What follows belongs to an exercise in optimizing a design on an open flow for small area; a production flow would make more cautious choices. The RTL was checked by simulation tests, not by an equivalence proof against the original design. Power and IR drop assume default switching activity.

==> flow/design.v <==
package dmem_pkg;
  localparam logic [2:0] F3_B  = 3'b000;
  localparam logic [2:0] F3_H  = 3'b001;
  localparam logic [2:0] F3_W  = 3'b010;
  localparam logic [2:0] F3_BU = 3'b100;
  localparam logic [2:0] F3_HU = 3'b101;
  typedef enum logic {
    CLEAR,
    READY
  } dmem_state_t;
endpackage
module dmem_bit_next
(
  input  logic q,
  input  logic wr,
  input  logic col_n,
  input  logic hold,
  output logic d
);
  assign d = ~((q | wr) & (col_n | hold));
endmodule
module dmem_rd_pair
(
  input  logic q0,
  input  logic sel0_n,
  input  logic q1,
  input  logic sel1_n,
  output logic y
);
  assign y = ~((q0 | sel0_n) & (q1 | sel1_n));
endmodule
module dmem_rd_col
#(
  parameter int unsigned DEPTH = 64
) (
  input  logic [DEPTH-1:0] q,
  input  logic [DEPTH-1:0] sel_n,
  output logic             y_n
);
  logic [DEPTH/2-1:0] p;
  for (genvar k = 0; k < DEPTH/2; k++) begin : g_pair
    dmem_rd_pair u_pair (
      .q0     (q[2*k]),
      .sel0_n (sel_n[2*k]),
      .q1     (q[2*k+1]),
      .sel1_n (sel_n[2*k+1]),
      .y      (p[k])
    );
  end
  assign y_n = |p;
endmodule
module byte_data_memory
#(
  parameter int unsigned DEPTH          = 64,
  parameter bit          CLEAR_ON_RESET = 1'b1
) (
  input  logic        clk,
  input  logic        reset,
  input  logic        req_valid,
  output logic        req_ready,
  input  logic        req_we,
  input  logic [2:0]  req_funct3,
  input  logic [31:0] req_addr,
  input  logic [31:0] req_wdata,
  output logic        rsp_valid,
  output logic [31:0] rsp_rdata,
  output logic        rsp_err,
  output logic        clear_busy
);
  localparam int unsigned AW = $clog2(DEPTH);
  logic [32*DEPTH-1:0]   mem_q;
  dmem_pkg::dmem_state_t state;
  logic [AW-1:0] sweep_cnt;
  logic          phase;
  logic          clearing;
  logic          sweep_sel;
  logic [AW-1:0] idx;
  logic          out_of_range;
  logic          misaligned;
  logic          illegal;
  logic          err;
  logic          accept;
  logic [3:0]    be;
  logic [31:0]   wdata_lane;
  logic [31:0]   rword;
  logic          rload_q;
  logic [31:0]   rcol_q;
  logic [2:0]    rf3_q;
  logic [1:0]    rlo_q;
  assign clearing   = (state == dmem_pkg::CLEAR);
  assign req_ready  = (state == dmem_pkg::READY);
  assign clear_busy = clearing;
  assign phase      = sweep_cnt[0];
  assign accept     = req_valid && req_ready;
  assign idx          = req_addr[2 +: AW];
  assign out_of_range = |req_addr[31:2+AW];
  always_comb begin
    be         = '0;
    wdata_lane = '0;
    misaligned = 1'b0;
    illegal    = 1'b0;
    case (req_funct3)
      dmem_pkg::F3_B: begin
        be         = 4'b0001 << req_addr[1:0];
        wdata_lane = {4{req_wdata[7:0]}};
      end
      dmem_pkg::F3_H: begin
        misaligned = req_addr[0];
        be         = req_addr[1] ? 4'b1100 : 4'b0011;
        wdata_lane = {2{req_wdata[15:0]}};
      end
      dmem_pkg::F3_W: begin
        misaligned = |req_addr[1:0];
        be         = '1;
        wdata_lane = req_wdata;
      end
      dmem_pkg::F3_BU: begin
        illegal = req_we;
      end
      dmem_pkg::F3_HU: begin
        illegal    = req_we;
        misaligned = req_addr[0];
      end
      default: illegal = 1'b1;
    endcase
  end
  assign err = out_of_range || misaligned || illegal;
  always_ff @(posedge clk) begin
    if (reset) begin
      state     <= CLEAR_ON_RESET ? dmem_pkg::CLEAR : dmem_pkg::READY;
      sweep_cnt <= '0;
      sweep_sel <= CLEAR_ON_RESET;
      rsp_valid <= 1'b0;
      rsp_err   <= 1'b0;
      rload_q   <= 1'b0;
    end else begin
      if (clearing && sweep_cnt == AW'(DEPTH - 1)) begin
        state     <= dmem_pkg::READY;
        sweep_sel <= 1'b0;
      end
      sweep_cnt <= sweep_cnt + 1'b1;
      rsp_valid <= accept;
      rsp_err   <= accept && err;
      rload_q   <= accept && !req_we && !err;
    end
  end
  logic [AW-1:0]    widx;
  logic [DEPTH-1:0] row_n;
  assign widx = sweep_sel ? sweep_cnt : idx;
  always_comb begin
    for (int r = 0; r < DEPTH; r++) row_n[r] = (widx != AW'(r));
  end
  logic [3:0]    lane_on;
  logic [31:0]   col_n;
  always_comb begin
    for (int l = 0; l < 4; l++) begin
      lane_on[l] = clearing || (accept && req_we && !err && be[l]);
      for (int b = 8*l; b < 8*l + 8; b++) begin
        col_n[b] = lane_on[l] ? ((!clearing && wdata_lane[b]) ^ phase) : 1'b1;
      end
    end
  end
  logic [32*DEPTH-1:0] mem_d;
  for (genvar r = 0; r < DEPTH; r++) begin : g_row
    logic [3:0] wr;
    assign wr = {4{!row_n[r]}} & lane_on;
    for (genvar b = 0; b < 32; b++) begin : g_bit
      dmem_bit_next u_next (
        .q     (mem_q[32*r + b]),
        .wr    (wr[b/8]),
        .col_n (col_n[b]),
        .hold  (row_n[r]),
        .d     (mem_d[32*r + b])
      );
    end
  end
  always_ff @(posedge clk) begin
    mem_q <= mem_d;
  end
  logic [31:0]      rcol_n;
  for (genvar b = 0; b < 32; b++) begin : g_col
    logic [DEPTH-1:0] q;
    for (genvar r = 0; r < DEPTH; r++) begin : g_q
      assign q[r] = mem_q[32*r + b];
    end
    dmem_rd_col #(.DEPTH(DEPTH)) u_col (
      .q     (q),
      .sel_n (row_n),
      .y_n   (rcol_n[b])
    );
  end
  always_ff @(posedge clk) begin
    rcol_q <= rcol_n;
    rf3_q  <= req_funct3;
    rlo_q  <= req_addr[1:0];
  end
  assign rword = (rcol_q ^ {32{phase}}) & {32{rload_q}};
  always_comb begin
    logic [7:0]  rbyte;
    logic [15:0] rhalf;
    logic        rsign;
    rbyte = rword[{rlo_q, 3'b000} +: 8];
    rhalf = rword[{rlo_q[1], 4'b0000} +: 16];
    rsign = !rf3_q[2] && (rf3_q[0] ? rhalf[15] : rbyte[7]);
    if (rf3_q[1])      rsp_rdata = rword;
    else if (rf3_q[0]) rsp_rdata = {{16{rsign}}, rhalf};
    else               rsp_rdata = {{24{rsign}}, rbyte};
  end
endmodule
==> flow/flow/run.sh <==
#!/bin/bash
# Own layout flow: the standard ORFS flow, standard synthesis unchanged.
# Changes from the standard layout:
#  - ports are buffered with plain buf_1 cells (the default pick is a
#    clkdlybuf4s50 delay cell, which is slow and twice the area; the
#    resizer can still upsize a plain buffer where timing needs it);
#  - clock tree synthesis adds no dummy balancing loads.
# The full make output goes to standard_flow.log; each ORFS step keeps its
# own log under orfs/logs/.
set -euo pipefail
cd "$(dirname "$0")/.."
bash standard.sh finish \
  "BUFFER_PORTS_ARGS=-buffer_cell sky130_fd_sc_hd__buf_1" \
  "CTS_ARGS=-sink_clustering_enable -repair_clock_nets -dont_use_dummy_load -sink_clustering_size 32 -sink_clustering_max_diameter 60" \
  > standard_flow.log 2>&1
==> flow/standard.sh <==
#!/bin/bash
# synth_recipe.tcl (not shown) runs the flow's synth.tcl, then flattens the netlist and writes it again
# the make line also repeats each setting of config.mk as NAME=value (left out here)
make -C /OpenROAD-flow-scripts/flow DESIGN_CONFIG=/design/flow/config.mk WORK_HOME=/design/flow/orfs CLKGATE_MAP_FILE= SYNTH_SCRIPT=/design/flow/synth_recipe.tcl "${@:-finish}"
==> flow/config.mk <==
export PLATFORM = sky130hd
export DESIGN_NAME = byte_data_memory
export DESIGN_NICKNAME = byte_data_memory
export VERILOG_FILES = /design/flow/design.v
export SDC_FILE = /design/flow/constraint.sdc
export NUM_CORES = 4
export LEC_CHECK = 0
export CAP_MARGIN = 20
export CORE_MARGIN = 2
export CORE_UTILIZATION = 40
export CTS_CLUSTER_DIAMETER = 60
export CTS_CLUSTER_SIZE = 32
export GPL_TIMING_DRIVEN = 0
export SLEW_MARGIN = 20
export SYNTH_HIERARCHICAL = 1
==> flow/constraint.sdc <==
create_clock -name core_clock -period 5.0 [get_ports {clk}]
set_input_delay 1.0000 -clock core_clock [delete_from_list [all_inputs] [get_ports {clk}]]
set_output_delay 1.0000 -clock core_clock [all_outputs]
set_load 0.01 [all_outputs]
==> impl_results.md, run 1 <==
- Worst EP required: 4000 ps
- Number of global-route vias before repair: between 50k and 60k
- Number of synthesized flops with an enable pin: 0
- GR Overflow Total: 0
- TritonCTS buffer count: approximately 130
- Leading area contributor after synthesis: dfxtp_1
- Minimum clock period: 4700 ps
- Initial core utilization: 40.2%
- Peak Freq: 213 MHz
- Clock power frac: a little under a third
- Later-pin clock latency in the skew report: 810 ps
- R2R depth: 10
- Vias: 59.4k
- Main combinational cell family by area after synthesis: compound AO/OA/AOI/OAI gates
- HPWL Detailed: 159000 um
- Hold Path Cell Cnt: 1
- Setup TNS: 0 ps
- WHS Endpoint: mem_q[692]
- Fraction of layout cells with a size suffix above 1: under 10%
- Average wire per standard cell: around 26 um
- First-pass GRT wire length: 342000 um
- Asr flop ratio synth: 0%
- CP Capture Type: primary output
- Num ports: around 110
- Final hold vios: 0
- DR vias/cell: 6.67
- Area contributors post-synth: dfxtp_1 (62%), o22ai_1 (28%), nor4_1 (2.1%), nor2_1 (1.1%), nor4_2 (0.70%)
- Tcrit/Tclk final: 93.9%
- CP startpoint: rload_q
- RSZ-0062 raised after global routing: false
- Final cell count without fillers: 8915
- Yosys cell types: 48
- Drt initial violations: 5645
- Core area: roughly 170000 um2
- Max-slew violations: 0
- Max-Cap Viols: 0
- Placed Cells: 8774
- Port Buf Inserts: 105
- Detailed-route DRC error count: 0
- Setup violators final: 0
- Synthesized area: just under 70000 um2
- CTS tree: yes
- Synth Area in Adders: 0.0184%
- Clock root cell: clkbuf_16
- Cell Rows: 151
- YS warnings: 7
- Initial antenna violation count: 17
- Arrival @ worst endpoint: 3700 ps
- Fraction of synthesized area in multiplexers: 0.280%
- Compound-Gate Fraction of Synth Area: 30.1%
- Mapped Cells: 6304
- Leak: just under 30 nW
- Reg power frac: between 50% and 60%
- HP Class: reg2reg
- Syn_area_per_cell: around 11 um2
- Die width: between 400 and 500 um
- Pwr dens: 410 nW/um2
- Post-Syn Nets: 6376
- R2R Setup Slk: 440 ps
- Setup fix buffers added after clock tree synthesis: 0
- Worst Path Max Fanout: 10
- Worst reg2reg startpoint: sweep_sel
- PostCTS Resize Cnt: 0
- Combinational Power Share: under 10%
- # nets final: 6765
- Post-CTS Hold Buffers: 0
- Relative slew slack: 17.9%
- Clock sinks: 2096
- Top FF cell, synth: dfxtp_1
- XOR/XNOR share of the synthesized area: 0.708%
- Peak VDD IR: between 0.2 and 0.3 mV
- Die footprint: 173000 um2
- Max H-tree Level: 4
- Least-Margin Pin Slew: 1230 ps
- FF+latch count, synth: 2096
- Setup Skew: 60.2 ps
- GR Util All Layers: 25.4%
- Routed Antenna Nets: 0
- Largest net degree at the start of global routing: 60
- Seq/Total Area, Yosys: 61.7%
- Worst reg2reg path endpoint: rcol_q[2]
- HP Start: mem_q[692]
- Simple-Gate Fraction of Synth Area: about 6.4%
- Switch Pwr: 7.87 mW
- Fin Hold WS: 442 ps
- Post-Route WL: ~230000 um
- Area delta synth->final: 14.8%
- Outcome: no timing/DRC/antenna violations
- Die Ht: around 420 um
- Clock transition at path regs: 50 ps
- Crit path kind: reg2out
- GPL Wtd Cong: 0.922
- Maximum buffer depth of the clock tree: 3
- Worst Setup Start Kind: flop
- Cell Int Power: 24.1 mW
- TritonRoute pass-1 iters: 6
- Yosys top cell area share: 61.7%
- Sw frac: between 20% and 30%
- Fill cells: 15.6k
critical path, stage by stage, from the launching register on:
cell and delay (ps):
dfxtp_1 650, clkbuf_1 380, nand2_1 580, clkbuf_1 450
o22ai_1 640, buf_1 210
Yosys stat by module, one instance, submodules excluded, excerpt:
| module | times used | cells inside |
|---|---|---|
| byte_data_memory | 1 | 2880 |
| dmem_bit_next | 2048 | 1 |
| dmem_rd_pair | 1024 | 1 |
cells by family after synthesis:
group           count (synthesis)
simple gates                  768
buf+inv                       107
compound gates               3258
xor+xnor                       55
mux                            19
fa+ha+maj                       1
flops                        2096
worst max path at each step:
| stage | endpoint | slack (ps) | cells after the start |
|---|---|---|---|
| floorplan | mem_q[1000] | 470 | 8 |
| global placement | mem_q[780] | -2580 | 7 |
| detailed placement | mem_q[1358] | 110 | 7 |
| CTS | rsp_rdata[23] | 420 | 5 |
| global route | rsp_rdata[23] | 300 | 5 |
| finish | rsp_rdata[23] | 300 | 5 |
power groups by stage:
stage / sequential, mW / combinational (mW) / clock (mW)
floorplan: 19.2 / 1.71 / 0
global placement: 19.4 / 2.44 / 0
detailed placement: 19.5 / 2.70 / 0
CTS: 19.1 / 2.70 / 10.3
global route: 19.3 / 2.93 / 10.9
finish: 19.1 / 2.78 / 10.1
metal layers:
metal / track usage (%) / routed length (um) / vias up
li1: - / - / 27400
met1: 33.8 / 96800 / 29300
met2: 40.9 / 106000 / 2292
met3: 3.59 / 15400 / 418
met4: 11.4 / 10900 / 2
met5: 0 / 13 / -
layout by cell type, fill, tap and decap left out, types with 12 or more instances in the layout:
| cell | synthesis | final |
|---|---|---|
| or2_1 | 32 | 32 |
| or3_1 | 16 | 16 |
| buf_4 | 5 | 59 |
| dfxtp_1 | 2096 | 2096 |
| nand3_4 | 0 | 72 |
| nand2b_1 | 24 | 16 |
| o21ai_0 | 18 | 18 |
| xnor2_1 | 45 | 43 |
| nor4_1 | 224 | 223 |
| o22ai_1 | 3095 | 3095 |
| inv_1 | 16 | 16 |
| buf_12 | 0 | 71 |
| a21oi_1 | 73 | 73 |
| nand4_1 | 69 | 69 |
| nand3_1 | 84 | 12 |
| clkbuf_16 | 0 | 134 |
| buf_2 | 24 | 25 |
| buf_16 | 0 | 17 |
| mux2i_1 | 19 | 18 |
| nor4_2 | 38 | 39 |
| a311oi_1 | 14 | 14 |
| nor2_1 | 205 | 205 |
| buf_6 | 12 | 17 |
| buf_1 | 4 | 109 |
| nand2_1 | 35 | 27 |
| clkbuf_1 | 45 | 42 |
synth_stat cells (all sizes together), types with 7 or more instances:
master,instances
dfxtp,2096
xnor2,45
o21ai,21
o211ai,8
o32ai,7
mux2i,19
nor2,205
clkbuf,45
a21oi,73
a2bb2oi,10
o22ai,3095
inv,17
a311oi,14
nand3,84
nor4,262
nand2,35
or2,33
nand3b,10
nand2b,24
nand4,69
o221ai,8
nor3b,9
xor2,10
or3,16
buf,45
nor3,9
a22oi,10
registers in the layout (all words and copies together) (netlist names):
name       cells
mem_q       2048
rcol_q        32
sweep_cnt      6
rf3_q          3
rlo_q          2
rload_q        1
rsp_err        1
rsp_valid      1
state          1
sweep_sel      1
through the flow:
stage,setup WS [ps],utilization [%],total power [mW],area [um2]
after CTS,419,46.2,32.1,78000
final,303,46.2,32.0,78100
after floorplan,469,-,20.9,68000
after global routing,299,46.2,33.1,78100
after detailed placement,111,44.2,22.2,74700
after global placement,-2580,42.1,21.9,71200
cell type report:
cell class	count	area, um2	share of cell area, %
repair buffers	253	2750	3.52
clock buffers	134	3350	4.29
multi-input cells	4101	26700	34.2
flip-flops and latches	2096	42000	53.7
diodes	6	15.0	0.0192
plain buffers	90	480	0.615
inverters	17	63.8	0.0817
well taps	2218	2780	3.55
==> run 2: changes to the inputs <==
--- a/flow/flow/run.sh
+++ b/flow/flow/run.sh
@@ -12,4 +12,4 @@
 bash standard.sh finish \
   "BUFFER_PORTS_ARGS=-buffer_cell sky130_fd_sc_hd__buf_1" \
-  "CTS_ARGS=-sink_clustering_enable -repair_clock_nets -dont_use_dummy_load -sink_clustering_size 32 -sink_clustering_max_diameter 60" \
+  "CTS_ARGS=-sink_clustering_enable -repair_clock_nets -dont_use_dummy_load -sink_clustering_size 16 -sink_clustering_max_diameter 60 -buf_list sky130_fd_sc_hd__clkbuf_8" \
   > standard_flow.log 2>&1
--- a/flow/config.mk
+++ b/flow/config.mk
@@ -6,10 +6,10 @@
 export NUM_CORES = 4
 export LEC_CHECK = 0
-export CAP_MARGIN = 20
+export CAP_MARGIN = 10
 export CORE_MARGIN = 2
 export CORE_UTILIZATION = 40
 export CTS_CLUSTER_DIAMETER = 60
-export CTS_CLUSTER_SIZE = 32
+export CTS_CLUSTER_SIZE = 16
 export GPL_TIMING_DRIVEN = 0
-export SLEW_MARGIN = 20
+export SLEW_MARGIN = 10
 export SYNTH_HIERARCHICAL = 1
==> run 2 against run 1 <==
Sequential share of layout area grew 1.1 points. Highest routed layer unchanged. Clock skew up 24 ps. Largest power group unchanged. Critical path depth unchanged. Largest cell class unchanged. Critical endpoint is now rsp_rdata[29]. Critical path type unchanged.
==> impl_results.md, run 2 <==
- Commonest cells after routing, fill and taps aside: o22ai_1 (3095), dfxtp_1 (2096), nor4_1 (224)
- Fraction of layout cells with a size suffix above 1: 6.95%
- Fill cells: 15.7k
- CP Capture Type: primary output
- Hold Path Cell Cnt: 1
- Die width: 416 um
- Peak VDD IR: 0.214 mV
- Top FF cell, synth: dfxtp_1
- Max-slew violations: 0
- Number of global-route vias before repair: 54.5k
- Post-Syn Nets: 6376
- Setup violators final: 0
- Most used cell, CP: clkbuf_1
- Largest registers: mem_q (2048), rcol_q (32), sweep_cnt (6)
- Average wire per standard cell: around 26 um
- TritonCTS buffer count: 157
- Post-Route WL: 228000 um
- Drt initial violations: around 5.5k
- Initial antenna violation count: 18
- WHS Endpoint: rf3_q[0]
- Area contributors post-synth: dfxtp_1 (62%), o22ai_1 (28%), nor4_1 (2.1%), nor2_1 (1.1%), nor4_2 (0.70%)
- Final cell count without fillers: 8920
- Arrival @ worst endpoint: roughly 3800 ps
- Area delta synth->final: 12.5%
- Vias: 59.2k
- Post-layout util: 45.3%
- Detailed-route DRC error count: 0
- Setup TNS: 0 ps
- Post-CTS Hold Buffers: 0
- PostCTS Resize Cnt: 0
- TritonRoute pass-1 iters: 6
- Maximum buffer depth of the clock tree: 3
- CTS tree: yes
- Clock transition at path regs: roughly 90 ps
- Worst Setup Start Kind: flop
- R2R depth: 9
- Commonest non-fill, non-tap cell in the layout: o22ai_1
- CP max stage delay: between 600 and 700 ps
- Leading area contributor after synthesis: dfxtp_1
- WP buf/inv: 3
- Worst Path Max Fanout: 10
- Mapped Cells: 6304
- Placed Cells: 8751
- Port Buf Inserts: 105
- Synthesized area: between 60000 and 70000 um2
- Max H-tree Level: 4
- Cell Rows: 151
- Relative slew slack: 6.77%
- Critical path, cell by cell: clkbuf_1 > nand2_1 > clkbuf_1 > o22ai_1 > buf_1
- Outcome: no timing/DRC/antenna violations
- Die Ht: 416 um
- Peak Freq: approximately 210 MHz
- GR Overflow Total: 0
- Seq/Total Area, Yosys: 61.7%
- Least-Margin Pin Slew: 1400 ps
- Num ports: around 110
- # nets final: 6765
- Yosys top cell area share: 61.7%
- Minimum clock period: roughly 4800 ps
- Worst reg2reg path endpoint: rcol_q[18]
- Pwr dens: 390 nW/um2
- Yosys cell types: 48
- GR Util All Layers: 25.2%
- Clock sinks: between 2k and 2.5k
- DR vias/cell: 6.64
- Number of synthesized flops with an enable pin: 0
- Crit path kind: reg2out
- Initial core utilization: 40.2%
- Max reg flops: 2048
- GPL Wtd Cong: between 0.9 and 1
- YS warnings: 7
- CP top delay family: buffers and inverters
- Asr flop ratio synth: 0%
- Worst path slowest cell: dfxtp_1
- Largest net degree at the start of global routing: 69
- Setup Skew: between 80 and 90 ps
- Die footprint: around 170000 um2
- First-pass GRT wire length: 340000 um
- FF+latch count, synth: 2096
- Syn_area_per_cell: ~11 um2
- HP Start: req_funct3[0]
- Leak: about 28 nW
- HP Class: in2reg
- Worst reg2reg startpoint: sweep_sel
- Top-count cell post-synth: o22ai_1
- Max-Cap Viols: 0
- Tcrit/Tclk final: 96.4%
- Later-pin clock latency in the skew report: between 900 and 1000 ps
- Final hold vios: 0
- Clock root cell: clkbuf_8
- HPWL Detailed: ~160000 um
- R2R Setup Slk: just under 300 ps
- RSZ-0062 raised after global routing: false
- Biggest register: mem_q
- Core area: 169000 um2
- Setup fix buffers added after clock tree synthesis: 0
- Most instantiated cells after synthesis: o22ai_1 (3095), dfxtp_1 (2096), nor4_1 (224)
- Worst EP required: approximately 4000 ps
- Routed Antenna Nets: 0
run 2: cell counts after synthesis:
No cell type changed its count.
run 2: power by group:
part / switching [mW] / internal (mW) / total [mW]
combinational: 1.59 / 1.14 / 2.73
clock: 5.16 / 2.82 / 7.98
sequential: 0.917 / 18.2 / 19.1
total: 7.67 / 22.2 / 29.8
run 2: per-stage QoR:
stage	cell area [um2]	hold WS, ps	total power [mW]	setup slack [ps]
after floorplan	68000	422	20.9	469
after global placement	71200	430	21.9	-2580
after detailed placement	74300	438	22.2	-324
after CTS	76500	243	29.9	234
after global routing	76500	279	30.9	226
final	76500	303	29.8	182
run 2: layout make-up:
class                   count  area [um2]  area share (%)
flip-flops and latches   2096       42000            54.8
multi-input cells        4101       26600            34.8
well taps                2218        2780            3.63
clock buffers             157        2160            2.82
repair buffers            230        2450            3.20
plain buffers              90         477           0.623
inverters                  17        63.8          0.0834
diodes                     11        27.5          0.0360
run 2: cell families after synthesis:
group | Yosys count | share of synthesized area (%)
compound gates | 3258 | 30.1
flops | 2096 | 61.7
simple gates | 768 | 6.41
buf+inv | 107 | 0.794
xor+xnor | 55 | 0.708
mux | 19 | 0.280
fa+ha+maj | 1 | 0.0184
run 2: Yosys stat by module (local to each module, per instance), a selection:
| module | flip-flops and latches | cells |
|---|---|---|
| dmem_rd_pair | 0 | 1 |
| byte_data_memory | 2096 | 2880 |
| dmem_bit_next | 0 | 1 |
run 2: worst max path at each step:
stage                             start             to  slack (ps)  cells past startpoint
after floorplan           req_funct3[0]    mem_q[1000]         470                      8
after global placement    req_funct3[1]     mem_q[780]       -2580                      7
after CTS                       rload_q  rsp_rdata[25]         230                      5
final                           rload_q  rsp_rdata[29]         180                      5
after detailed placement    req_addr[2]     mem_q[685]        -320                      7
after global routing            rload_q  rsp_rdata[29]         230                      5
run 2: routing by layer:
| metal | part of all wire [%] | GRT usage, % | vias to the layer above | wire [um] |
|---|---|---|---|---|
| li1 | - | - | 27400 | - |
| met1 | 43 | 33.6 | 29300 | 97900 |
| met2 | 46 | 40.6 | 2132 | 105000 |
| met3 | 6.1 | 3.34 | 426 | 13900 |
| met4 | 4.9 | 11.5 | 2 | 11100 |
| met5 | 0.0079 | 0 | - | 18 |
==> run 3: changes to the inputs <==
--- a/flow/flow/run.sh
+++ b/flow/flow/run.sh
@@ -5,11 +5,16 @@
 #    clkdlybuf4s50 delay cell, which is slow and twice the area; the
 #    resizer can still upsize a plain buffer where timing needs it);
-#  - clock tree synthesis adds no dummy balancing loads.
+#  - clock tree synthesis adds no dummy balancing loads, and builds the
+#    tree from clkbuf_8 cells in clusters of at most 16 sinks;
+#  - the design repair after placement may not use buf_12/buf_16
+#    (small_bufs.tcl).
 # The full make output goes to standard_flow.log; each ORFS step keeps its
 # own log under orfs/logs/.
 set -euo pipefail
 cd "$(dirname "$0")/.."
+here=$(pwd)
 bash standard.sh finish \
   "BUFFER_PORTS_ARGS=-buffer_cell sky130_fd_sc_hd__buf_1" \
   "CTS_ARGS=-sink_clustering_enable -repair_clock_nets -dont_use_dummy_load -sink_clustering_size 16 -sink_clustering_max_diameter 60 -buf_list sky130_fd_sc_hd__clkbuf_8" \
+  "PRE_RESIZE_TCL=$here/flow/small_bufs.tcl" \
   > standard_flow.log 2>&1
==> flow/flow/small_bufs.tcl (new file) <==
# Keep design repair from using the largest buffers (buf_12, buf_16); it
# then buffers long, high-fanout nets with smaller buffers instead.
set_dont_use {sky130_fd_sc_hd__buf_12 sky130_fd_sc_hd__buf_16}
==> run 3 against run 2 <==
Combinational power about the same. Critical endpoint is now rsp_rdata[23]. Routed wire length decreased by 0.50%. Cell area down 0.62%. Clock skew down 19 ps. Largest cell class unchanged. Sequential share of layout area up 0.34 points. Still clean.
==> impl_results.md, run 3 <==
- Outcome: no timing/DRC/antenna violations
- Switch Pwr: 7.64 mW
- Clock power frac: 26.7%
- Yosys cell types: 48
- Cell Rows: 151
- Core area: ~170000 um2
- Clock root cell: clkbuf_8
- Post-Route WL: 227000 um
- Worst Setup Start Kind: flop
- Post-CTS Hold Buffers: 0
- Post-layout util: 45.0%
- First-pass GRT wire length: 339000 um
- Fraction of layout cells with a size suffix above 1: approximately 7%
- Multi-input logic area: 26700 um2
- Maximum buffer depth of the clock tree: 3
- Peak Freq: 207 MHz
- Drt initial violations: 5461
- Crit path kind: reg2out
- Biggest register: mem_q
- Pwr dens: just under 400 nW/um2
- Area delta synth->final: 11.8%
- TritonCTS buffer count: 157
- Max-Cap Viols: 0
- Commonest non-fill, non-tap cell in the layout: o22ai_1
- Initial antenna violation count: 19
- Least-Margin Pin Slew: approximately 1200 ps
- Synthesized area: 68000 um2
- RSZ-0062 raised after global routing: false
- Reg power frac: 64.2%
- Seq/Total Area, Yosys: between 60% and 70%
- CP Capture Type: primary output
- Relative slew slack: 16.6%
- Leading area contributor after synthesis: dfxtp_1
- Average wire per standard cell: 25.5 um
- Combinational Power Share: 9.1%
- Tcrit/Tclk final: 96.4%
- GPL Wtd Cong: 0.922
- Number of synthesized flops with an enable pin: 0
- Peak VDD IR: between 0.2 and 0.3 mV
- HP Class: in2reg
- Worst Path Max Fanout: 10
- Detailed-route DRC error count: 0
- DR vias/cell: 6.62
- Max H-tree Level: 4
- YS warnings: 7
- Asr flop ratio synth: 0%
- Largest registers: mem_q (2048), rcol_q (32), sweep_cnt (6)
- Clock sinks: 2096
- Commonest cells after routing, fill and taps aside: o22ai_1 (3095), dfxtp_1 (2096), nor4_1 (224)
- Setup fix buffers added after clock tree synthesis: 0
- Yosys top cell area share: 61.7%
- Clock transition at path regs: approximately 70 ps
- Cell Int Power: 22.2 mW
- Setup violators final: 0
- Max reg flops: roughly 2k
- Die Ht: about 420 um
- Top FF cell, synth: dfxtp_1
- Leak: 28.2 nW
- Mapped Cells: 6304
- Post-Syn Nets: 6376
- Most instantiated cells after synthesis: o22ai_1 (3095), dfxtp_1 (2096), nor4_1 (224)
- CTS tree: yes
- Minimum clock period: 4820 ps
- GR Overflow Total: 0
- GR Util All Layers: 25.1%
- Top-count cell post-synth: o22ai_1
- Number of global-route vias before repair: 54.2k
- Vias: 59.0k
- Num ports: 107
- Die footprint: approximately 170000 um2
- Register Area: 42000 um2
- Setup Skew: 64.8 ps
- PostCTS Resize Cnt: 0
- Largest net degree at the start of global routing: 69
- Final cell count without fillers: 8916
- Max-slew violations: 0
- Total Power: slightly below 30 mW
- Routed Antenna Nets: 0
- Initial core utilization: 40.2%
- Worst EP required: 4000 ps
- HPWL Detailed: 157000 um
- Later-pin clock latency in the skew report: between 900 and 1000 ps
- Placed Area: 73800 um2
- Syn_area_per_cell: 10.8 um2
- Placed Cells: around 9k
- TritonRoute pass-1 iters: 6
- # nets final: 6767
- Final hold vios: 0
- Arrival @ worst endpoint: 3820 ps
- Sw frac: 25.6%
- Die width: 416 um
- Final Instance Area: 76100 um2
- Fill cells: 15.8k
- FF+latch count, synth: ~2.1k
- Port Buf Inserts: about 110
- Area contributors post-synth: dfxtp_1 (62%), o22ai_1 (28%), nor4_1 (2.1%), nor2_1 (1.1%), nor4_2 (0.70%)
[run 3: worst paths after layout]
check | start | to | slack, ps | cells after the start
worst max-delay path | rload_q | rsp_rdata[23] | 180 | 5
worst min-delay path | req_funct3[0] | rf3_q[0] | 280 | 1
worst max register to register | sweep_sel | rcol_q[28] | 330 | 9
worst min register to register | mem_q[1696] | mem_q[1696] | 440 | 1
[run 3: logic make-up (layout without fill, tap and decap cells)]
logic type / Yosys count / in the layout / share of synthesized area (%)
other: 0 / 5 / 0
XOR/XNOR: 55 / 55 / 0.708
adder cells (fa/ha/maj): 1 / 1 / 0.0184
AO/OA/AOI/OAI: 3258 / 3258 / 30.1
AND/OR/NAND/NOR: 768 / 768 / 6.41
buffers and inverters: 107 / 496 / 0.794
flip-flops: 2096 / 2096 / 61.7
multiplexers: 19 / 19 / 0.280
[run 3: per-layer routing]
layer,global-route usage (%),vias to the layer above,share of wire (%)
li1,-,27300,-
met2,40.0,2122,46
met5,0,-,0
met4,12.3,0,5.1
met3,3.05,421,6.0
met1,33.8,29200,43
[run 3: final cells by class]
type	count	area share (%)
sequential	2096	55.2
multi-input combinational	4101	35.0
tap	2218	3.65
clock buffer	157	2.84
timing repair buffer	232	2.59
buffer	90	0.627
inverter	17	0.0839
antenna	5	0.0164
[run 3: power by group through the flow]
stage          registers (mW)  logic (mW)  clock network, mW
2_1_floorplan            19.2        1.71                  0
3_3_place_gp             19.4        2.44                  0
3_5_place_dp             19.5        2.65                  0
4_1_cts                  19.1        2.64               8.14
5_1_grt                  19.3        2.87               8.74
6_report                 19.1        2.73               7.95
[run 3: Yosys stat by module, one instance, submodules excluded, a selection]
module / flops+latches / cells inside
dmem_rd_pair: 0 / 1
dmem_bit_next: 0 / 1
byte_data_memory: 2096 / 2880
[run 3: metrics by stage]
| step | worst slack [ps] | TNS, ps | hold WS, ps |
|---|---|---|---|
| 4_1_cts | 246 | 0 | 222 |
| 3_3_place_gp | -2580 | -3657850 | 430 |
| 5_1_grt | 175 | 0 | 241 |
| 6_report | 180 | 0 | 279 |
| 2_1_floorplan | 469 | 0 | 422 |
| 3_5_place_dp | -274 | -9820 | 438 |
[run 3: critical path: stages, from the launching register on]
cell and delay, ps:
dfxtp_1 660, clkbuf_1 400, nand2_1 520, clkbuf_1 420, o22ai_1 670, buf_1 210
==> run 4: changes to the inputs <==
--- a/flow/config.mk
+++ b/flow/config.mk
@@ -12,4 +12,5 @@
 export CTS_CLUSTER_SIZE = 16
 export GPL_TIMING_DRIVEN = 0
+export PLACE_DENSITY = 0.85
 export SLEW_MARGIN = 10
 export SYNTH_HIERARCHICAL = 1
==> run 4 against run 3 <==
The layout now fails its checks (setup timing). Critical endpoint is now rsp_rdata[6]. Critical path type unchanged. Cell area decreased by 1.3%. Sequential share of layout area is 0.73 points higher. Clock skew increased by 26 ps. Largest cell class unchanged. Clock power decreased by 2%. Cell count down 0.50%. Synthesized cell count unchanged. Critical path depth is 2 higher. Synthesized area unchanged. Total power shrank 0.40%. Via count up 5.4%.
==> impl_results.md, run 4 <==
- TritonRoute pass-1 iters: 6
- Area contributors post-synth: dfxtp_1 (62%), o22ai_1 (28%), nor4_1 (2.1%), nor2_1 (1.1%), nor4_2 (0.70%)
- Top-count cell post-synth: o22ai_1
- Pwr dens: slightly below 400 nW/um2
- GR Util All Layers: about a quarter
- Largest net degree at the start of global routing: roughly 70
- Reg power frac: 64.6%
- Vias: between 60k and 70k
- Yosys cell types: 48
- Failed Checks: setup timing
- RSZ-0062 raised after global routing: false
- Fin worst setup slack: -163 ps
- CP Capture Type: primary output
- Initial core utilization: between 40% and 50%
- Largest registers: mem_q (2048), rcol_q (32), sweep_cnt (6)
- Later-pin clock latency in the skew report: 950 ps
- CTS tree: yes
- Clock power frac: 26.2%
- Mapped Cells: about 6.3k
- Number of global-route vias before repair: 57.1k
- Commonest non-fill, non-tap cell in the layout: o22ai_1
- Placed Area: 72900 um2
- Peak VDD IR: 0.242 mV
- DR vias/cell: around 7
- Switch Pwr: roughly 7.6 mW
- Drt initial violations: 8851
- Arrival @ worst endpoint: between 4000 and 5000 ps
- Max reg flops: 2048
- Sw frac: 25.7%
- Cell Int Power: 22.1 mW
- # nets final: 6705
- Biggest register: mem_q
- Die Ht: 416 um
- Peak Freq: 194 MHz
- Setup TNS: -250 ps
- Post-CTS Hold Buffers: 0
- Commonest cells after routing, fill and taps aside: o22ai_1 (3094), dfxtp_1 (2096), nor4_1 (224)
- Asr flop ratio synth: 0%
- DR WL met3: between 20000 and 30000 um
- First-pass GRT wire length: 335000 um
- Cell Rows: 151
- HP Class: in2reg
- Initial antenna violation count: 23
- Post-Route WL: 227000 um
- Final hold vios: 0
- Max-Cap Viols: 0
- Placed Cells: roughly 8.7k
- Fin Hold WS: approximately 200 ps
- Yosys top cell area share: 61.7%
- Area delta synth->final: 10.3%
- Least-Margin Pin Slew: 1400 ps
- Core area: 169000 um2
- Minimum clock period: between 5000 and 6000 ps
- Top FF cell, synth: dfxtp_1
- Fraction of layout cells with a size suffix above 1: 6.11%
- Port Buf Inserts: 105
- Max-slew violations: 0
- Num ports: 107
- Routed Antenna Nets: 0
- Clock transition at path regs: 90 ps
- HPWL Detailed: 145000 um
- TritonCTS buffer count: approximately 150
- Wire length on met2: 97600 um
- Die width: between 400 and 500 um
- Clock root cell: clkbuf_8
- Setup Skew: 91.3 ps
- Most instantiated cells after synthesis: o22ai_1 (3095), dfxtp_1 (2096), nor4_1 (224)
- PostCTS Resize Cnt: 0
- Max H-tree Level: 4
- Tcrit/Tclk final: 103%
- GR Overflow Total: 0
- Clock sinks: 2096
- Final Instance Area: 75100 um2
- Detailed-route DRC error count: 0
- Setup fix buffers added after clock tree synthesis: 0
- Synthesized area: between 60000 and 70000 um2
- YS warnings: 7
- Worst Setup Start Kind: flop
- Combinational Power Share: 9.2%
- Number of synthesized flops with an enable pin: 0
- Syn_area_per_cell: approximately 11 um2
- Average wire per standard cell: 25.6 um
- Leading area contributor after synthesis: dfxtp_1
- Setup violators final: 2
- GPL Wtd Cong: 1.02
- Crit path kind: reg2out
- Maximum buffer depth of the clock tree: 3
- Post-Syn Nets: around 6.4k
- Worst Path Max Fanout: 10
- Final cell count without fillers: between 8k and 9k
- Seq/Total Area, Yosys: 61.7%
- Worst EP required: 4000 ps
- Met1 wire length: ~83000 um
- Leak: 27.7 nW
- FF+latch count, synth: 2096
- Max Used Layer: met5
- DP Worst Slack: -236 ps
- Die footprint: 173000 um2
- Relative slew slack: 6.70%
- Outcome: failed layout checks
==> run 4: cell counts after synthesis <==
Identical to the previous run, type by type.
==> run 4: cells by family (layout without fill, tap and decap cells) <==
kind of cell / count (synthesis) / count (layout) / share of synthesized area [%]
adders and majority gates: 1 / 1 / 0.0184
buffers and inverters: 107 / 434 / 0.794
DFF: 2096 / 2096 / 61.7
AOI/OAI and AO/OA: 3258 / 3258 / 30.1
other: 0 / 22 / 0
muxes: 19 / 19 / 0.280
xor gates and xnor gates: 55 / 55 / 0.708
and+or+nand+nor: 768 / 768 / 6.41
==> run 4: critical path, cell delays in order, from the launching register on <==
cell	delay [ps]
dfxtp_1	350
buf_4	170
buf_2	300
buf_4	290
buf_1	690
a311oi_1	100
o22ai_1	1090
buf_1	230
==> run 4: modules after synthesis, one instance, submodules excluded, excerpt <==
module | area [um2] | cells
byte_data_memory | 46400 | 2880
dmem_rd_pair | 6.26 | 1
dmem_bit_next | 6.26 | 1
==> run 4: final cells by class <==
type	instances	area, um2
repair buffers	175	1060
inverters	17	63.8
diodes	22	55.1
well taps	2218	2780
multi-input cells	4101	26600
clock buffers	152	2090
fillers	15000	94000
flip-flops and latches	2096	42000
plain buffers	90	477
==> run 4: final timing paths <==
| check | start | end | slack [ps] | cells after the start |
|---|---|---|---|---|
| setup / recovery | sweep_cnt[0] | rsp_rdata[6] | -160 | 7 |
| hold / removal | req_funct3[0] | rf3_q[0] | 200 | 1 |
| setup reg to reg | sweep_sel | mem_q[1321] | 180 | 7 |
| hold reg to reg | mem_q[210] | mem_q[210] | 440 | 1 |
==> run 4: metal layers <==
layer | vias to the layer above | global-route usage (%)
met5 | - | 0.389
met2 | 4281 | 36.9
met4 | 20 | 18.1
met1 | 29700 | 30.0
met3 | 998 | 7.01
li1 | 27200 | -
==> run 4: stage by stage <==
stage / power [mW] / utilization (%)
global route: 30.5 / 44.4
floorplan: 20.9 / -
detailed placement: 22.1 / 43.1
global placement: 21.7 / 42.1
CTS: 29.4 / 44.3
finish: 29.7 / 44.4
==> run 4: power by group through the flow <==
| stage | Clock (mW) | Combinational (mW) | Sequential, mW |
|---|---|---|---|
| floorplan | 0 | 1.71 | 19.2 |
| CTS | 7.75 | 2.57 | 19.1 |
| global placement | 0 | 2.33 | 19.4 |
| detailed placement | 0 | 2.57 | 19.5 |
| finish | 7.79 | 2.72 | 19.2 |
| global route | 8.36 | 2.82 | 19.3 |
==> run 5: changes to the inputs <==
--- a/flow/config.mk
+++ b/flow/config.mk
@@ -13,4 +13,5 @@
 export GPL_TIMING_DRIVEN = 0
 export PLACE_DENSITY = 0.85
+export SETUP_SLACK_MARGIN = 0.1
 export SLEW_MARGIN = 10
 export SYNTH_HIERARCHICAL = 1
==> run 5 against run 4 <==
The run now finishes clean. Die area is the same. Total power about the same. Synthesized area is the same. Clock-buffer cell count unchanged. Non-clock buffer count stayed put. Worst hold slack gained 13 ps. Largest cell class unchanged.
==> impl_results.md, run 5 <==
- Outcome: no timing/DRC/antenna violations
- Pwr dens: 395 nW/um2
- Clock transition at path regs: 90 ps
- Initial core utilization: 40.2%
- Area contributors post-synth: dfxtp_1 (62%), o22ai_1 (28%), nor4_1 (2.1%), nor2_1 (1.1%), nor4_2 (0.70%)
- YS warnings: 7
- Number of synthesized flops with an enable pin: 0
- GR Overflow Total: 0
- Least-Margin Pin Slew: 1370 ps
- R2R Setup Slk: 220 ps
- Max reg flops: 2048
- Commonest cells after routing, fill and taps aside: o22ai_1 (3091), dfxtp_1 (2096), nor4_1 (224)
- GR Util All Layers: approximately a quarter
- Synthesized area: 68000 um2
- Final hold vios: 0
- Largest registers: mem_q (2048), rcol_q (32), sweep_cnt (6)
- Routed Antenna Nets: 0
- CTS tree: yes
- Die Ht: roughly 420 um
- First-pass GRT wire length: roughly 330000 um
- Average wire per standard cell: between 20 and 30 um
- TritonRoute pass-1 iters: 8
- Maximum buffer depth of the clock tree: 3
- Post-Route WL: 226000 um
- Top-count cell post-synth: o22ai_1
- Detailed-route DRC error count: 0
- Final cell count without fillers: 8866
- TritonCTS buffer count: 152
- Cell Rows: 151
- Yosys cell types: 48
- Seq/Total Area, Yosys: 61.7%
- Mapped Cells: 6304
- Post-CTS Hold Buffers: 0
- Minimum clock period: just under 5000 ps
- Setup Skew: between 80 and 90 ps
- Initial antenna violation count: 23
- Die width: 416 um
- Core area: 169000 um2
- Most instantiated cells after synthesis: o22ai_1 (3095), dfxtp_1 (2096), nor4_1 (224)
- DR vias/cell: 7.01
- CP Capture Type: primary output
- FF+latch count, synth: ~2.1k
- GPL Wtd Cong: 1.02
- Vias: 62.2k
- Asr flop ratio synth: 0%
- Commonest non-fill, non-tap cell in the layout: o22ai_1
- HP Class: in2reg
- Post-Syn Nets: 6376
- Arrival @ worst endpoint: 3830 ps
- Yosys top cell area share: about three fifths
- Top FF cell, synth: dfxtp_1
- Drt initial violations: 9105
- Num ports: 107
- HPWL Detailed: 145000 um
- Leading area contributor after synthesis: dfxtp_1
- Port Buf Inserts: about 110
- Clock sinks: 2096
- Max-slew violations: 0
- Peak VDD IR: around 0.24 mV
- Placed Cells: 8694
- Largest net degree at the start of global routing: 69
- Crit path kind: reg2out
- Die footprint: around 170000 um2
- Clock root cell: clkbuf_8
- # nets final: 6705
- Leak: 27.7 nW
- Worst Setup Start Kind: flop
- Syn_area_per_cell: about 11 um2
- Worst Path Max Fanout: 10
- Fraction of layout cells with a size suffix above 1: a little over 6%
- Max H-tree Level: 4
- Number of global-route vias before repair: between 50k and 60k
- Biggest register: mem_q
- Max-Cap Viols: 0
- Worst EP required: around 4000 ps
- Relative slew slack: between 8 and 9%
- Tcrit/Tclk final: 96.7%
- RSZ-0062 raised after global routing: false
- Setup violators final: 0
- Area delta synth->final: 10.4%
- Peak Freq: 207 MHz
- Later-pin clock latency in the skew report: roughly 940 ps
- Post-layout util: 44.4%
## run 5: worst max-delay path: stages, from the launching register on
cell	delay [ps]
dfxtp_1	350
buf_4	170
buf_2	290
buf_4	290
clkbuf_1	540
a311oi_1	100
o22ai_1	910
buf_1	230
## run 5: layer usage
metal	vias to the layer above	GRT usage, %	part of all wire, %
li1	27300	-	-
met1	29600	30.0	36
met4	20	18.1	8.4
met5	-	0.389	0.065
met2	4325	36.9	43
met3	1039	7.01	12
## run 5: final timing paths
kind                 startpoint            to  cells after the start
setup / recovery   sweep_cnt[0]  rsp_rdata[0]                      7
hold / removal    req_funct3[0]      rf3_q[0]                      1
setup reg to reg      sweep_sel   mem_q[1454]                      7
hold reg to reg      mem_q[210]    mem_q[210]                      1
## run 5: Yosys stat by module, one instance, submodules excluded, excerpt
module	cells	flip-flops and latches	cell area, um2
dmem_rd_pair	1	0	6.26
byte_data_memory	2880	2096	46400
dmem_bit_next	1	0	6.26
## run 5: cells by family (layout without fill, tap and decap cells)
group           count (synthesis)  after routing  share of synthesized area [%]
flops                        2096           2096                           61.7
other cells                     0             17                              0
simple gates                  768            768                           6.41
xor+xnor                       55             55                          0.708
compound gates               3258           3258                           30.1
fa+ha+maj                       1              1                         0.0184
mux                            19             19                          0.280
buf+inv                       107            434                          0.794
## run 5: report_power, final
group	internal [mW]	total (mW)	leakage (nW)	switching, mW
clock network	2.73	7.77	1.09	5.04
logic	1.10	2.72	8.00	1.62
registers	18.2	19.2	18.6	0.946
total	22.1	29.7	27.7	7.61
## run 5: through the flow
step           TNS (ps)  worst slack (ps)  power [mW]  hold WS (ps)  instance area [um2]
2_1_floorplan         0               469        20.9           422                68000
3_3_place_gp   -2344330             -1810        21.7           430                71200
3_5_place_dp     -30450              -236        22.1           438                72900
4_1_cts               0               331        29.4           185                75000
5_1_grt               0               117        30.5           224                75100
6_report              0               165        29.7           211                75100
## run 5: timing repair
action,4_1_cts,5_1_grt
gates resized for setup,0,6
endpoints found under the setup margin,0,12
buffers inserted,0,0
## run 5: layout make-up
type                       instances  area [um2]
antenna                           17        42.5
tap                             2218        2780
clock buffer                     152        2090
fill                           15000       94000
multi-input combinational       4101       26600
inverter                          17        63.8
buffer                            90         477
sequential                      2096       42000
timing repair buffer             175        1060
==> run 6: changes to the inputs <==
--- a/flow/config.mk
+++ b/flow/config.mk
@@ -12,6 +12,5 @@
 export CTS_CLUSTER_SIZE = 16
 export GPL_TIMING_DRIVEN = 0
-export PLACE_DENSITY = 0.85
-export SETUP_SLACK_MARGIN = 0.1
+export PLACE_DENSITY = 0.75
 export SLEW_MARGIN = 10
 export SYNTH_HIERARCHICAL = 1
==> run 6 against run 5 <==
Cell area is 0.64% higher. Clock-buffer cell count rose by 1. Register-to-register slack hardly changed. Critical path depth is 2 lower. Worst hold slack better by 24 ps. Routed wire length shrank 0.34%. Worst setup slack improved by 61 ps. Clock skew is 28 ps lower. Core utilization is 0.28 points higher. Clock power rose by 0.9%. Die area unchanged.
==> impl_results.md, run 6 <==
- Outcome: no timing/DRC/antenna violations
- Tcrit/Tclk final: between 90 and 100%
- Area contributors post-synth: dfxtp_1 (62%), o22ai_1 (28%), nor4_1 (2.1%), nor2_1 (1.1%), nor4_2 (0.70%)
- Average wire per standard cell: 25.4 um
- Post-CTS Hold Buffers: 0
- Leading area contributor after synthesis: dfxtp_1
- Yosys cell types: 48
- Die width: 416 um
- Worst EP required: around 5800 ps
- Core area: 169000 um2
- Drt initial violations: 7231
- RSZ-0062 raised after global routing: false
- Later-pin clock latency in the skew report: 920 ps
- Final hold vios: 0
- Clock root cell: clkbuf_8
- Die Ht: roughly 420 um
- Arrival @ worst endpoint: between 5000 and 6000 ps
- R2R depth: 5
- Max-slew violations: 0
- GR Overflow Total: 0
- Most instantiated cells after synthesis: o22ai_1 (3095), dfxtp_1 (2096), nor4_1 (224)
- Yosys top cell area share: 61.7%
- Post-Syn Nets: 6376
- Total Power: 29.6 mW
- Worst Path Max Fanout: 68
- Setup Skew: 60.8 ps
- Minimum clock period: 4770 ps
- FF+latch count, synth: 2096
- Least-Margin Pin Slew: 1360 ps
- Fin Hold WS: 235 ps
- Setup fix buffers added after clock tree synthesis: 0
- HPWL Detailed: around 150000 um
- Post-Route WL: 226000 um
- DP Worst Slack: -384 ps
- Met2 usage: 37.5%
- Seq/Total Area, Yosys: 61.7%
- GPL Wtd Cong: ~0.94
- Max-Cap Viols: 0
- M1 GR Usage: approximately a third
- Vias: 60.8k
- Setup violators final: 0
- Worst Setup Start Kind: flop
- Largest registers: mem_q (2048), rcol_q (32), sweep_cnt (6)
- Busiest grt layer: met2
- Clock sinks: 2096
- R2R Setup Slk: 230 ps
- Pwr dens: around 390 nW/um2
- Peak Freq: 209 MHz
- Worst reg2reg startpoint: sweep_sel
- Peak VDD IR: 0.273 mV
- Largest net degree at the start of global routing: 69
- Routed Antenna Nets: 0
- Initial antenna violation count: 17
- Cell Rows: 151
- Max reg flops: 2048
- Worst reg2reg path endpoint: mem_q[1576]
- HP Class: in2reg
- WHS Endpoint: rf3_q[0]
- CP Capture Type: flop
- Commonest non-fill, non-tap cell in the layout: o22ai_1
- Crit path kind: reg2reg
- YS warnings: 7
- Relative slew slack: 9.29%
- DR vias/cell: 6.83
- PostCTS Resize Cnt: 0
- Number of global-route vias before repair: 56.3k
- Die footprint: 173000 um2
- Area delta synth->final: 11.1%
- Fin worst setup slack: 226 ps
- Max H-tree Level: 4
- Num ports: 107
- Biggest register: mem_q
- Met3 Use GR: 5.42%
- Initial core utilization: 40.2%
- Hold Path Cell Cnt: 1
- Top-count cell post-synth: o22ai_1
- HP Start: req_funct3[0]
- CTS tree: yes
- Syn_area_per_cell: 10.8 um2
- TritonCTS buffer count: 153
- Detailed-route DRC error count: 0
- GR Util All Layers: around 25%
- First-pass GRT wire length: 336000 um
- Leak: 27.9 nW
- Commonest cells after routing, fill and taps aside: o22ai_1 (3094), dfxtp_1 (2096), nor4_1 (224)
- Synthesized area: 68000 um2
- Clock transition at path regs: 100 ps
- Top FF cell, synth: dfxtp_1
- Number of synthesized flops with an enable pin: 0
- TritonRoute pass-1 iters: 8
- Port Buf Inserts: roughly 110
- Mapped Cells: 6304
- Fraction of layout cells with a size suffix above 1: approximately 6.6%
- Maximum buffer depth of the clock tree: 3
- # nets final: 6742
- Asr flop ratio synth: 0%
==> run 6: cell counts after synthesis <==
No cell type changed its count.
==> run 6: how the worst max path moves through the flow <==
stage | start | to | slack, ps | depth (start not counted)
after global placement | req_funct3[1] | mem_q[557] | -2470 | 7
after CTS | rf3_q[0] | rsp_rdata[6] | 240 | 7
final | sweep_sel | mem_q[1576] | 230 | 5
after global routing | sweep_sel | mem_q[1549] | 40 | 5
after detailed placement | req_addr[4] | mem_q[1545] | -380 | 6
after floorplan | req_funct3[0] | mem_q[1000] | 470 | 8
==> run 6: where the power goes <==
part,internal [mW],switching (mW),leakage (nW)
clock,2.75,5.09,1.10
sequential,18.2,0.857,18.6
combinational,1.11,1.61,8.26
==> run 6: final cells by class <==
cell class	count	area (um2)
fill	15400	93500
sequential	2096	42000
multi-input combinational	4101	26600
tap	2218	2780
clock buffer	153	2110
timing repair buffer	211	1570
buffer	90	477
inverter	17	63.8
antenna	11	27.5
==> run 6: per-module statistics from Yosys (local to each module, per instance), a selection <==
module / cell area (um2) / flops+latches / cells
byte_data_memory: 46400 / 2096 / 2880
dmem_bit_next: 6.26 / 0 / 1
dmem_rd_pair: 6.26 / 0 / 1
==> run 6: layer usage <==
metal	wire [um]	vias to the layer above
met3	21800	665
met2	99300	3254
met1	89600	29600
met5	105	-
li1	-	27300
met4	14900	14
==> run 6: kinds of logic after synthesis <==
logic type	Yosys count	synth area share (%)
buffers and inverters	107	0.794
AND/OR/NAND/NOR	768	6.41
XOR/XNOR	55	0.708
flip-flops	2096	61.7
adder cells (fa/ha/maj)	1	0.0184
multiplexers	19	0.280
AO/OA/AOI/OAI	3258	30.1
==> run 6: worst max-delay path, stage by stage (launching register included) <==
cell and delay (ps):
dfxtp_1 380, o32ai_2 1050, clkbuf_1 1020, nand3_4 890
a21oi_1 1070, o22ai_1 220
==> run 6: metrics by stage <==
step / TNS (ps) / utilization [%] / cell area [um2] / std cells
after global placement: -3211190 / 42.1 / 71200 / 8627
after floorplan: 0 / - / 68000 / 6304
after CTS: 0 / 44.7 / 75500 / 8885
after detailed placement: -59410 / 43.4 / 73400 / 8732
after global routing: 0 / 44.7 / 75600 / 8893
final: 0 / 44.7 / 75600 / 8897
==> run 7: changes to the inputs <==
--- a/flow/config.mk
+++ b/flow/config.mk
@@ -12,5 +12,5 @@
 export CTS_CLUSTER_SIZE = 16
 export GPL_TIMING_DRIVEN = 0
-export PLACE_DENSITY = 0.75
+export PLACE_DENSITY = 0.92
 export SLEW_MARGIN = 10
 export SYNTH_HIERARCHICAL = 1
==> run 7 against run 6 <==
Still clean. Fmax shrank 2.8%. Synthesized cell count is the same. First-iteration DRC count grew 37%. Total power shrank 0.15%. Critical path type is now reg2out.
==> impl_results.md, run 7 <==
- Num ports: about 110
- Peak VDD IR: about 0.33 mV
- Worst reg2reg path endpoint: rcol_q[31]
- Post-Route WL: 223000 um
- Clock sinks: 2096
- Setup Skew: 104 ps
- HP Start: req_funct3[0]
- Initial core utilization: 40.2%
- R2R Setup Slk: 160 ps
- Later-pin clock latency in the skew report: 910 ps
- Fin Hold WS: 240 ps
- HPWL Detailed: 145000 um
- Die Ht: 416 um
- Commonest cells after routing, fill and taps aside: o22ai_1 (3093), dfxtp_1 (2096), nor4_1 (224)
- RSZ-0062 raised after global routing: false
- Post-Syn Nets: approximately 6.4k
- YS warnings: 7
- Least-Margin Pin Slew: 1310 ps
- Largest net degree at the start of global routing: 69
- Hold Path Cell Cnt: 1
- Yosys top cell area share: around three fifths
- Clock root cell: clkbuf_8
- Tcrit/Tclk final: 98.3%
- Worst path slowest cell: o22ai_1
- Cell Rows: 151
- Yosys cell types: 48
- Max-Cap Viols: 0
- Number of global-route vias before repair: 58.8k
- Port Buf Inserts: between 100 and 150
- Peak Freq: 204 MHz
- Fin worst setup slack: 87.2 ps
- R2R depth: 9
- Arrival @ worst endpoint: a little under 4000 ps
- Clock transition at path regs: ~90 ps
- Mapped Cells: between 6k and 7k
- Initial antenna violation count: 11
- CP Capture Type: primary output
- First-pass GRT wire length: 337000 um
- Leading area contributor after synthesis: dfxtp_1
- Relative slew slack: 13.0%
- Top FF cell, synth: dfxtp_1
- DR WL met3: 27900 um
- Crit path kind: reg2out
- Most instantiated cells after synthesis: o22ai_1 (3095), dfxtp_1 (2096), nor4_1 (224)
- Minimum clock period: between 4000 and 5000 ps
- CP max stage delay: 980 ps
- Drt initial violations: 9883
- Area delta synth->final: 10.6%
- Core area: 169000 um2
- Worst Setup Start Kind: flop
- # nets final: 6722
- Most used cell, CP: buf_4
- Setup violators final: 0
- Setup fix buffers added after clock tree synthesis: 0
- Max H-tree Level: 4
- Die width: 416 um
- Pwr dens: 393 nW/um2
- Average wire per standard cell: 25.1 um
- Synthesized area: 68000 um2
- Biggest register: mem_q
- DR vias/cell: about 7
- Post-CTS Hold Buffers: 0
- Syn_area_per_cell: 10.8 um2
- Vias: 63.2k
- Wire length on met2: 97600 um
- Die footprint: 173000 um2
- Routed Antenna Nets: 0
- Largest registers: mem_q (2048), rcol_q (32), sweep_cnt (6)
- Area contributors post-synth: dfxtp_1 (62%), o22ai_1 (28%), nor4_1 (2.1%), nor2_1 (1.1%), nor4_2 (0.70%)
- Commonest non-fill, non-tap cell in the layout: o22ai_1
- Seq/Total Area, Yosys: 61.7%
- GPL Wtd Cong: 1.00
- Max Used Layer: met5
- Max reg flops: 2048
- FF+latch count, synth: about 2.1k
- HP Class: in2reg
- Worst EP required: 4000 ps
- CTS tree: yes
- Fraction of layout cells with a size suffix above 1: around 6.4%
- Outcome: no timing/DRC/antenna violations
- Number of synthesized flops with an enable pin: 0
- WHS Endpoint: rf3_q[0]
- Met1 wire length: approximately 80000 um
- Leak: 27.8 nW
- Worst reg2reg startpoint: sweep_sel
- GR Util All Layers: around 24%
- Maximum buffer depth of the clock tree: 3
- Critical path, cell by cell: buf_4 > buf_2 > buf_4 > clkbuf_1 > a311oi_1 > o22ai_1 > buf_1
- Top-count cell post-synth: o22ai_1
- Worst Path Max Fanout: 10
- Asr flop ratio synth: 0%
- TritonCTS buffer count: 151
- Max-slew violations: 0
- Final hold vios: 0
- DP Worst Slack: -397 ps
- PostCTS Resize Cnt: 0
- TritonRoute pass-1 iters: 12
- GR Overflow Total: 0
- Detailed-route DRC error count: 0
## run 7: cell counts after synthesis
Identical to the previous run, type by type.
## run 7: how the worst max path moves through the flow
stage                        from            to  slack [ps]  cells after the start
floorplan           req_funct3[0]   mem_q[1000]         470                      8
global placement    req_funct3[0]   mem_q[1034]       -1910                      9
detailed placement    req_addr[4]    mem_q[623]        -400                      6
CTS                  sweep_cnt[0]  rsp_rdata[0]         150                      7
global route             rlo_q[0]  rsp_rdata[5]           7                      7
finish               sweep_cnt[0]  rsp_rdata[0]          90                      7
## run 7: logic make-up after synthesis
family / Yosys count / synth area share [%]
muxes: 19 / 0.280
buffers and inverters: 107 / 0.794
adders and majority gates: 1 / 0.0184
DFF: 2096 / 61.7
AOI/OAI and AO/OA: 3258 / 30.1
xor gates and xnor gates: 55 / 0.708
and+or+nand+nor: 768 / 6.41
## run 7: final cells by class
| cell class | instances | area [um2] |
|---|---|---|
| fill | 14500 | 93800 |
| sequential | 2096 | 42000 |
| multi-input combinational | 4101 | 26600 |
| tap | 2218 | 2780 |
| clock buffer | 151 | 2080 |
| timing repair buffer | 193 | 1320 |
| buffer | 90 | 478 |
| inverter | 17 | 63.8 |
| antenna | 7 | 17.5 |
## run 7: through the flow
step | setup TNS (ps) | utilization (%) | std cells | area [um2] | power (mW)
2_1_floorplan | 0 | - | 6304 | 68000 | 20.9
3_3_place_gp | -1967590 | 42.1 | 8627 | 71200 | 21.7
3_5_place_dp | -83510 | 43.2 | 8714 | 73100 | 22.1
4_1_cts | 0 | 44.5 | 8865 | 75200 | 29.3
5_1_grt | 0 | 44.5 | 8870 | 75300 | 30.4
6_report | 0 | 44.5 | 8873 | 75300 | 29.6
## run 7: Yosys stat by module (local to each module, per instance), excerpt
module	cells inside	area, um2	copies in the design	flops+latches
dmem_bit_next	1	6.26	2048	0
dmem_rd_pair	1	6.26	1024	0
byte_data_memory	2880	46400	1	2096
## run 7: routing by layer
metal | vias up | track usage [%]
met5 | - | 0
met4 | 6 | 16.6
met3 | 1039 | 6.54
met2 | 4815 | 36.8
met1 | 30100 | 29.6
li1 | 27200 | -
## run 7: worst max-delay path: cells and delay by family (launching register included)
family | cells | cell delay [ps]
buffers and inverters | 5 | 1600
DFF | 1 | 360
AOI/OAI and AO/OA | 2 | 1070
## run 7: report_power, final
part | switching, mW | internal (mW)
Clock | 5.00 | 2.71
Combinational | 1.57 | 1.12
Sequential | 0.968 | 18.2
==> run 8: changes to the inputs <==
--- a/flow/config.mk
+++ b/flow/config.mk
@@ -6,5 +6,5 @@
 export NUM_CORES = 4
 export LEC_CHECK = 0
-export CAP_MARGIN = 10
+export CAP_MARGIN = 5
 export CORE_MARGIN = 2
 export CORE_UTILIZATION = 40
@@ -12,5 +12,6 @@
 export CTS_CLUSTER_SIZE = 16
 export GPL_TIMING_DRIVEN = 0
-export PLACE_DENSITY = 0.92
-export SLEW_MARGIN = 10
+export PLACE_DENSITY = 0.9
+export SETUP_SLACK_MARGIN = 0.1
+export SLEW_MARGIN = 5
 export SYNTH_HIERARCHICAL = 1
==> run 8 against run 7 <==
Register-to-register slack got worse by 30 ps. Cell area down 0.13%. Clock power barely moved. Routed wire length shrank 1.2%. Non-clock buffer count decreased by 8. Via count shrank 0.78%. Die area did not move. Core utilization decreased by 0.056 points.
==> impl_results.md, run 8 <==
- FF+latch count, synth: 2096
- Met3 Use GR: between 7 and 8%
- Simple-Gate Fraction of Synth Area: approximately 6.4%
- Final Instance Area: 75200 um2
- Minimum clock period: 4870 ps
- Placed Cells: 8707
- Tcrit/Tclk final: slightly below 100%
- GPL Wtd Cong: 0.995
- Least-Margin Pin Slew: 1340 ps
- Peak VDD IR: 0.236 mV
- Setup fix buffers added after clock tree synthesis: 0
- Area delta synth->final: 10.5%
- First-pass GRT wire length: 331000 um
- Met2 usage: about 36%
- Reg power frac: 64.8%
- Relative slew slack: 10.5%
- Number of synthesized flops with an enable pin: 0
- GR Util All Layers: 23.7%
- # nets final: 6714
- Arrival @ worst endpoint: 5570 ps
- CTS tree: yes
- Drt initial violations: 9752
- Post-CTS Hold Buffers: 0
- Busiest grt layer: met2
- Die Ht: 416 um
- Die footprint: roughly 170000 um2
- Clock power frac: 26.0%
- Yosys cell types: 48
- TritonRoute pass-1 iters: 10
- Max-Cap Viols: 0
- Vias: 62.7k
- R2R Setup Slk: 130 ps
- Post-Syn Nets: 6376
- Synth Area in Adders: 0.0184%
- DP Worst Slack: -235 ps
- Synthesized area: 68000 um2
- Max-slew violations: 0
- TritonCTS buffer count: approximately 150
- HPWL Detailed: 142000 um
- Average wire per standard cell: 24.8 um
- Final hold vios: 0
- Seq/Total Area, Yosys: 61.7%
- Leading area contributor after synthesis: dfxtp_1
- Largest registers: mem_q (2048), rcol_q (32), sweep_cnt (6)
- Combinational Power Share: 9.2%
- Switch Pwr: 7.65 mW
- Port Buf Inserts: 105
- Top FF cell, synth: dfxtp_1
- CP Capture Type: flop
- Outcome: no timing/DRC/antenna violations
- Compound-Gate Fraction of Synth Area: between 30% and 40%
- Worst reg2reg startpoint: sweep_sel
- Fin worst setup slack: 133 ps
- Initial core utilization: between 40% and 50%
- Biggest register: mem_q
- Maximum buffer depth of the clock tree: 3
- Yosys top cell area share: 61.7%
- Num ports: between 100 and 150
- Post-Route WL: 220000 um
- WHS Endpoint: rf3_q[0]
- Fraction of synthesized area in multiplexers: 0.280%
- Fraction of layout cells with a size suffix above 1: 6.22%
- Max reg flops: about 2.0k
- DR vias/cell: 7.06
- Max H-tree Level: 4
- Cell Int Power: 22.1 mW
- Placed Area: 73000 um2
- Worst reg2reg path endpoint: mem_q[1262]
- Die width: 416 um
- M1 GR Usage: between 20% and 30%
- R2R depth: 6
- Syn_area_per_cell: 10.8 um2
- Main combinational cell family by area after synthesis: compound AO/OA/AOI/OAI gates
- CP max stage delay: 1160 ps
- YS warnings: 7
- PostCTS Resize Cnt: 0
- RSZ-0062 raised after global routing: false
- Leak: 27.8 nW
- GR Overflow Total: 0
- Top-count cell post-synth: o22ai_1
- Core area: 169000 um2
- Clock sinks: approximately 2.1k
- Later-pin clock latency in the skew report: 890 ps
- CP top delay family: compound AO/OA/AOI/OAI gates
- Worst Path Max Fanout: 68
- Largest net degree at the start of global routing: 69
- Sw frac: 25.7%
- Worst EP required: 5700 ps
- XOR/XNOR share of the synthesized area: 0.708%
- Asr flop ratio synth: 0%
- Clock root cell: clkbuf_8
- Number of global-route vias before repair: about 58k
- Setup Skew: 76.8 ps
- Area contributors post-synth: dfxtp_1 (62%), o22ai_1 (28%), nor4_1 (2.1%), nor2_1 (1.1%), nor4_2 (0.70%)
- Cell Rows: around 150
- Setup violators final: 0
- Peak Freq: 205 MHz
- Commonest non-fill, non-tap cell in the layout: o22ai_1
- Initial antenna violation count: 18
- Mapped Cells: 6304
- Most instantiated cells after synthesis: o22ai_1 (3095), dfxtp_1 (2096), nor4_1 (224)
- Worst Setup Start Kind: flop
- Hold Path Cell Cnt: 1
- Pwr dens: 395 nW/um2
- HP Class: in2reg
- Detailed-route DRC error count: 0
- Worst path slowest cell: a21oi_1
- WP buf/inv: 2
- HP Start: req_funct3[0]
- Final cell count without fillers: 8870
- Fin Hold WS: 257 ps
- Clock transition at path regs: around 100 ps
- Critical path, cell by cell: buf_2 > a32o_1 > clkbuf_1 > nand3_4 > a21oi_1 > o22ai_1
- Commonest cells after routing, fill and taps aside: o22ai_1 (3095), dfxtp_1 (2096), nor4_1 (224)
- Crit path kind: reg2reg
- Routed Antenna Nets: 0
## run 8: power groups by stage
stage / clock network, mW / logic [mW] / registers [mW]
global placement: 0 / 2.31 / 19.4
floorplan: 0 / 1.71 / 19.2
CTS: 7.65 / 2.57 / 19.1
finish: 7.72 / 2.74 / 19.2
global route: 8.26 / 2.83 / 19.4
detailed placement: 0 / 2.57 / 19.5
## run 8: cell type report
class                      count  area (um2)
buffer                        90         477
inverter                      17        63.8
tap                         2218        2780
fill                       14600       93900
sequential                  2096       42000
multi-input combinational   4101       26400
timing repair buffer         185        1360
clock buffer                 151        2080
antenna                       12        30.0
## run 8: Yosys stat by module (local to each module, per instance), excerpt
module	area [um2]	cells inside
byte_data_memory	46400	2880
dmem_rd_pair	6.26	1
dmem_bit_next	6.26	1
## run 8: worst max path at each step
stage                        startpoint       endpoint  slack (ps)  cells past startpoint
after detailed placement    req_addr[3]    mem_q[1262]        -240                      7
after global routing          sweep_sel    mem_q[1262]         120                      6
final                         sweep_sel    mem_q[1262]         130                      6
after global placement    req_funct3[0]     mem_q[778]       -1450                      9
after floorplan           req_funct3[0]    mem_q[1000]         470                      8
after CTS                  sweep_cnt[0]  rsp_rdata[28]         420                      7
## run 8: logic make-up (layout without fill, tap and decap cells)
group	Yosys count	in the layout
compound gates	3258	3258
xor+xnor	55	55
fa+ha+maj	1	1
buf+inv	107	443
flops	2096	2096
mux	19	19
other cells	0	12
simple gates	768	768
## run 8: metal layers
| metal | wire, um | vias up |
|---|---|---|
| li1 | - | 27200 |
| met4 | 15800 | 8 |
| met3 | 28800 | 917 |
| met5 | 47 | - |
| met1 | 80000 | 29800 |
| met2 | 95400 | 4703 |
## run 8: metrics by stage
step                      power [mW]  util [%]  setup TNS, ps
after floorplan                 20.9         -              0
after global placement          21.7      42.1       -1630590
after detailed placement        22.1      43.2         -10010
after CTS                       29.4      44.4              0
after global routing            30.5      44.5              0
final                           29.7      44.5              0

-- separate check: timing with driven ports --
How much do the figures lean on ideal ports? The routed layouts below were timed once more, with nothing changed but the port constraints. Step 1: set_driving_cell puts a clkbuf_16 on clk and a buf_2 on each other input, an assumption about the parent block. Step 2 also shifts input and output timing later by t, the mid clock arrival at the registers, as if the neighbouring blocks saw the same clock. a / b / c = ideal ports / drivers / drivers and shift; a / b = the first two.
run | t (ns) | setup slack, ns | worst register clock-pin slew, ns
run 1 | 0.847 | 0.303 / 0.222 / -0.031 | 0.11 / 0.11
run 2 | 0.966 | 0.182 / 0.109 / -0.324 | 0.11 / 0.11
run 3 | 0.980 | 0.180 / 0.111 / -0.175 | 0.11 / 0.11
run 4 | 0.980 | -0.163 / -0.233 / -0.611 | 0.10 / 0.10
run 5 | 0.966 | 0.165 / 0.096 / -0.598 | 0.10 / 0.10
run 6 | 0.973 | 0.226 / 0.196 / -0.656 | 0.10 / 0.10
run 7 | 0.924 | 0.087 / 0.021 / -0.486 | 0.10 / 0.10
run 8 | 0.929 | 0.133 / 0.077 / -0.754 | 0.10 / 0.10
With both steps, setup timing fails in 7 of these runs, where it was met with ideal ports. For run 8, which loses most, drivers alone change the setup slack by -0.056 ns; drivers and shift together by -0.887 ns.
